From an optimization exercise on the open Yosys and OpenROAD flow, aimed at small area, a short achievable clock period and few clock cycles per item; shortcuts taken in it are not production practice.
In this exercise RTL edits were held to simulation tests only and were not proved equivalent to the original.
Power figures rest on the tool's default switching activity, not on a simulated workload.

// des_top
module des_top (
  input  logic        clk,
  input  logic        rst,
  input  logic        wb_cyc_i,
  input  logic        wb_stb_i,
  input  logic        wb_we_i,
  input  logic [2:0]  wb_adr_i,
  input  logic [31:0] wb_dat_i,
  output logic        wb_ack_o,
  output logic [31:0] wb_dat_o
);
For scale: about 1700 cells after synthesis, ~73 I/O pins, roughly 0.017 mm² of cells after synthesis.
==> flow/config.mk <==
export PLATFORM = sky130hd
export DESIGN_NAME = des_top
export DESIGN_NICKNAME = des_top
export VERILOG_FILES = /design/flow/design.v
export SDC_FILE = /design/flow/constraint.sdc
export NUM_CORES = 4
export LEC_CHECK = 0
export CAP_MARGIN = 20
export CORE_MARGIN = 2
export CORE_UTILIZATION = 40
export SETUP_SLACK_MARGIN = 4.15
export SLEW_MARGIN = 20
==> flow/constraint.sdc <==
create_clock -name core_clock -period 6.5 [get_ports {clk}]
set_input_delay 1.3000 -clock core_clock [delete_from_list [all_inputs] [get_ports {clk}]]
set_output_delay 1.3000 -clock core_clock [all_outputs]
set_load 0.01 [all_outputs]
standard.sh (not shown) runs the stock make flow with config.mk's settings and CLKGATE_MAP_FILE= SYNTH_SCRIPT=/design/flow/synth_recipe.tcl, a recipe that flattens the netlist after the stock synthesis.
==> flow/flow/run.sh <==
#!/bin/bash
# Standard layout, with two changes: plain buffers on the ports instead of the
# delay cells buffer_ports picks by default, and the module holding the last
# xor of the round kept apart while Yosys and ABC map the logic, so the late
# S-box outputs meet one xor gate. synth_recipe.tcl flattens it afterwards.
set -euo pipefail
export BUFFER_PORTS_ARGS="-buffer_cell sky130_fd_sc_hd__buf_2"
export SYNTH_KEEP_MODULES="des_xmix"
bash standard.sh finish > make_finish.log 2>&1
The baseline went through all stages and came out clean.
Testbench counts at the start, summed over its fixed seeds: cycles 8,512, items 384.
Then changed:
CORE_UTILIZATION = 50   (was 40)
=> Setup slack gains 0.017 ns. Routed wire length goes up by 1.1%. Area after synthesis stays the same.

---

## lane 1
des_top again, from the RTL that the note above started with.
clock: 6.5 ns
lec_check: 0
cap_margin: 20
core_margin: 2
core_utilization: 50
cts_cluster_diameter: 80
cts_cluster_size: 20
setup_slack_margin: 4.15
slew_margin: 20
Scripts as last shown in full above: flow/flow/run.sh
The flow did not stop early for lane 1: all stages ran, and the layout cleared the timing, design-rule and antenna checks.
Testbench counts of lane 1, summed over its fixed seeds: cycles 8,512, items 384.
diff inputs: lane 1 => lane 2
Settings: SETUP_SLACK_MARGIN changed from 4.15 to 4.2.
Count of inserted antenna diode cells: lower on lane 2. Measured against lane 1, the total of plain and repair buffers excluding clock buffers of lane 2 comes out at 1.11 times the reference value. | share of the clock period used by the worst path after layout | lane 2 vs lane 1 | 1.5 points lower |. Power attributed to sequential cells essentially unchanged between lane 2 and lane 1. Net switching power sits lower in lane 2 than in lane 1. Number of logic stages on the critical path including buffering is higher on lane 1. Relative area change from synthesis to final layout came out higher on lane 2 than on lane 1. Compared with lane 1, lane 2 ends up with more cell area. Lane 2 against lane 1: area of combinational cells with multiple inputs increased 120 µm²; power now sits higher. Lane 2 completed every stage of the flow, and the final layout passed the timing, design-rule and antenna checks. What lane 1 reported for wire length on met3 has to be multiplied by 1.09 to get the figure for lane 2.
#### Input delta (lane 3 over lane 2)
Settings: changing SETUP_SLACK_MARGIN from 4.2 to 4.3; removing CTS_CLUSTER_DIAMETER (formerly 80); changing CORE_UTILIZATION from 50 to 40; removing CTS_CLUSTER_SIZE (formerly 20).
[summary]
Combinational cell fraction of total power in lane 3 is 1.1 points lower than in lane 2. There was hardly any difference in sequential power between lane 3 and lane 2. Changes observed in lane 3 relative to lane 2: number of cell rows grew by about 12%; sequential share of layout area shrank by 1.8 points. In lane 3, the first-pass GRT wire length came out about 2% above the value in lane 2.
Inputs modified between lane 3 and lane 4:
Settings: SETUP_SLACK_MARGIN changed from 4.3 to 4.15; TNS_END_PERCENT newly set to 30.
--- outcome ---
- Going from lane 3 to lane 4, sequential cell area share saw an increase, area growth from synthesis to layout fell by 5.1 points, fraction of power spent switching nets fell 0.20 points, iteration count of the initial detailed-routing pass picked up an extra 1, count of buffers added by post-CTS timing repair for setup now smaller.

---

des_top, a different RTL version from the one above (not shown whole).
Size in the first run: roughly 1800 cells after synthesis, roughly 290 flip-flops, roughly 73 I/O pins, about 17000 sq um of cells after synthesis.
Design des_top, start of the top module:
module des_top (
  input  logic        clk,
  input  logic        rst,
  input  logic        wb_cyc_i,
  input  logic        wb_stb_i,
  input  logic        wb_we_i,
  input  logic [2:0]  wb_adr_i,
  input  logic [31:0] wb_dat_i,
  output logic        wb_ack_o,
  output logic [31:0] wb_dat_o
);
  des_bus_pkg::wb_req_t wb_req;
  des_bus_pkg::wb_rsp_t wb_rsp;
  des_tables_pkg::des_job_t job;
  des_tables_pkg::block_t   result;
  logic     start;
  logic     job_decrypt;
  logic     running;
  logic     valid;
  logic     busy;
  logic     done;
  assign wb_req   = {wb_cyc_i, wb_stb_i, wb_we_i, wb_adr_i, wb_dat_i};
  assign wb_ack_o = wb_rsp.ack;
  assign wb_dat_o = wb_rsp.dat;
  des_wb_regs wb_regs_inst (
    .clk         (clk),
    .rst         (rst),
    .wb_req      (wb_req),
    .wb_rsp      (wb_rsp),
    .start       (start),
    .job_decrypt (job_decrypt),
    .job         (job),
    .result      (result),
    .valid       (valid),
  ...
Settings: LEC_CHECK=0, CAP_MARGIN=20, CORE_MARGIN=2, CORE_UTILIZATION=40, CTS_CLUSTER_DIAMETER=100, CTS_CLUSTER_SIZE=30, SETUP_SLACK_MARGIN=4.0, SLEW_MARGIN=20, TNS_END_PERCENT=0; clock period 6.5 ns.
==> flow/flow/run.sh <==
#!/bin/bash
# Standard layout, with plain buffers on the ports instead of the delay cells
# buffer_ports picks by default.
set -euo pipefail
export BUFFER_PORTS_ARGS="-buffer_cell sky130_fd_sc_hd__buf_2"
bash standard.sh finish > make_finish.log 2>&1
The starting point passed the timing, design-rule and antenna checks.
Testbench counts at the start, summed over its fixed seeds: cycles 8,512, items 384.
Change:
==> flow/run.sh (new file) <==
#!/bin/bash
# synth_recipe.tcl (not shown) runs the flow's synth.tcl, then flattens the netlist and writes it again
# the make line also repeats each setting of config.mk as NAME=value (left out here)
make -C /OpenROAD-flow-scripts/flow DESIGN_CONFIG=/design/flow/config.mk WORK_HOME=/design/flow/orfs CLKGATE_MAP_FILE= SYNTH_SCRIPT=/design/flow/synth_recipe.tcl finish
--- a/flow/config.mk
+++ b/flow/config.mk
@@ -9,7 +9,4 @@
 export CORE_MARGIN = 2
 export CORE_UTILIZATION = 40
-export CTS_CLUSTER_DIAMETER = 100
-export CTS_CLUSTER_SIZE = 30
 export SETUP_SLACK_MARGIN = 4.0
 export SLEW_MARGIN = 20
-export TNS_END_PERCENT = 0
removed: flow/flow/run.sh
removed: flow/standard.sh
Worst setup slack improves by 0.20 ns; clock-buffer cell count climbs by 19; total power climbs by 21%; wire length climbs by 5.9%; cell area climbs by 13%; clock power climbs by 83%; register-to-register slack improves by 0.20 ns.
Change:
==> flow/flow/run.sh (new file) <==
#!/bin/bash
# Standard layout, with plain buffers on the ports instead of the delay cells
# buffer_ports picks by default.
set -euo pipefail
export BUFFER_PORTS_ARGS="-buffer_cell sky130_fd_sc_hd__buf_2"
bash standard.sh finish > make_finish.log 2>&1
==> flow/standard.sh (new file) <==
#!/bin/bash
# synth_recipe.tcl (not shown) runs the flow's synth.tcl, then flattens the netlist and writes it again
# the make line also repeats each setting of config.mk as NAME=value (left out here)
make -C /OpenROAD-flow-scripts/flow DESIGN_CONFIG=/design/flow/config.mk WORK_HOME=/design/flow/orfs CLKGATE_MAP_FILE= SYNTH_SCRIPT=/design/flow/synth_recipe.tcl "${@:-finish}"
--- a/flow/config.mk
+++ b/flow/config.mk
@@ -11,2 +11,3 @@
 export SETUP_SLACK_MARGIN = 4.0
 export SLEW_MARGIN = 20
+export TNS_END_PERCENT = 0
removed: flow/run.sh
The changed run completed with no timing, DRC or antenna violations.
Global-route usage went down by 0.50 points.
Non-clock buffer count is lower by 86.
Synthesized area does not change.
Die area does not change.
Combinational power decreases by about 15%.
Via count drops by 3.2%.
Sequential power is about the same.
Synthesized cell count does not change.

port drivers added, routing unchanged:
The results above use ideal ports. As a check the final layouts listed here were re-extracted and re-timed, cells and wires unchanged.
Step 1 assumes that a clkbuf_16 drives the clock port and a buf_2 every other input.
Step 2 times the ports against the registers' clock, not the clock port: input delays grow and output delays shrink by t, the midpoint of the rising clock arrivals with the driver on.
Slacks: no drivers / after step 1 / after step 2; pairs: no drivers / after step 1.
run	t (ns)	setup slack, ns	clock arrival spread, ns	slew at the worst register clock pin (ns)
the first run of note 1	0.610	4.153 / 4.103 / 3.582	0.019 / 0.020	0.07 / 0.07
the second run of note 1	0.573	4.170 / 4.116 / 3.658	0.013 / 0.013	0.06 / 0.06
lane 1	0.572	4.098 / 4.095 / 3.621	0.029 / 0.029	0.09 / 0.09
lane 2	0.570	4.196 / 4.141 / 3.719	0.018 / 0.018	0.10 / 0.10
lane 3	0.619	4.149 / 4.095 / 3.663	0.009 / 0.009	0.07 / 0.07
lane 4	0.615	3.991 / 4.022 / 3.407	0.014 / 0.015	0.07 / 0.07
the first run of note 3	0.555	3.796 / 3.796 / 3.308	0.031 / 0.031	0.12 / 0.12
the second run of note 3	0.623	3.993 / 3.961 / 3.403	0.021 / 0.021	0.07 / 0.07
the third run of note 3	0.614	3.798 / 3.798 / 3.284	0.018 / 0.018	0.06 / 0.06
After both steps setup and hold are still met in every run listed. For the second run of note 3, which loses most, drivers alone change the setup slack by -0.032 ns; drivers and shift together by -0.590 ns.
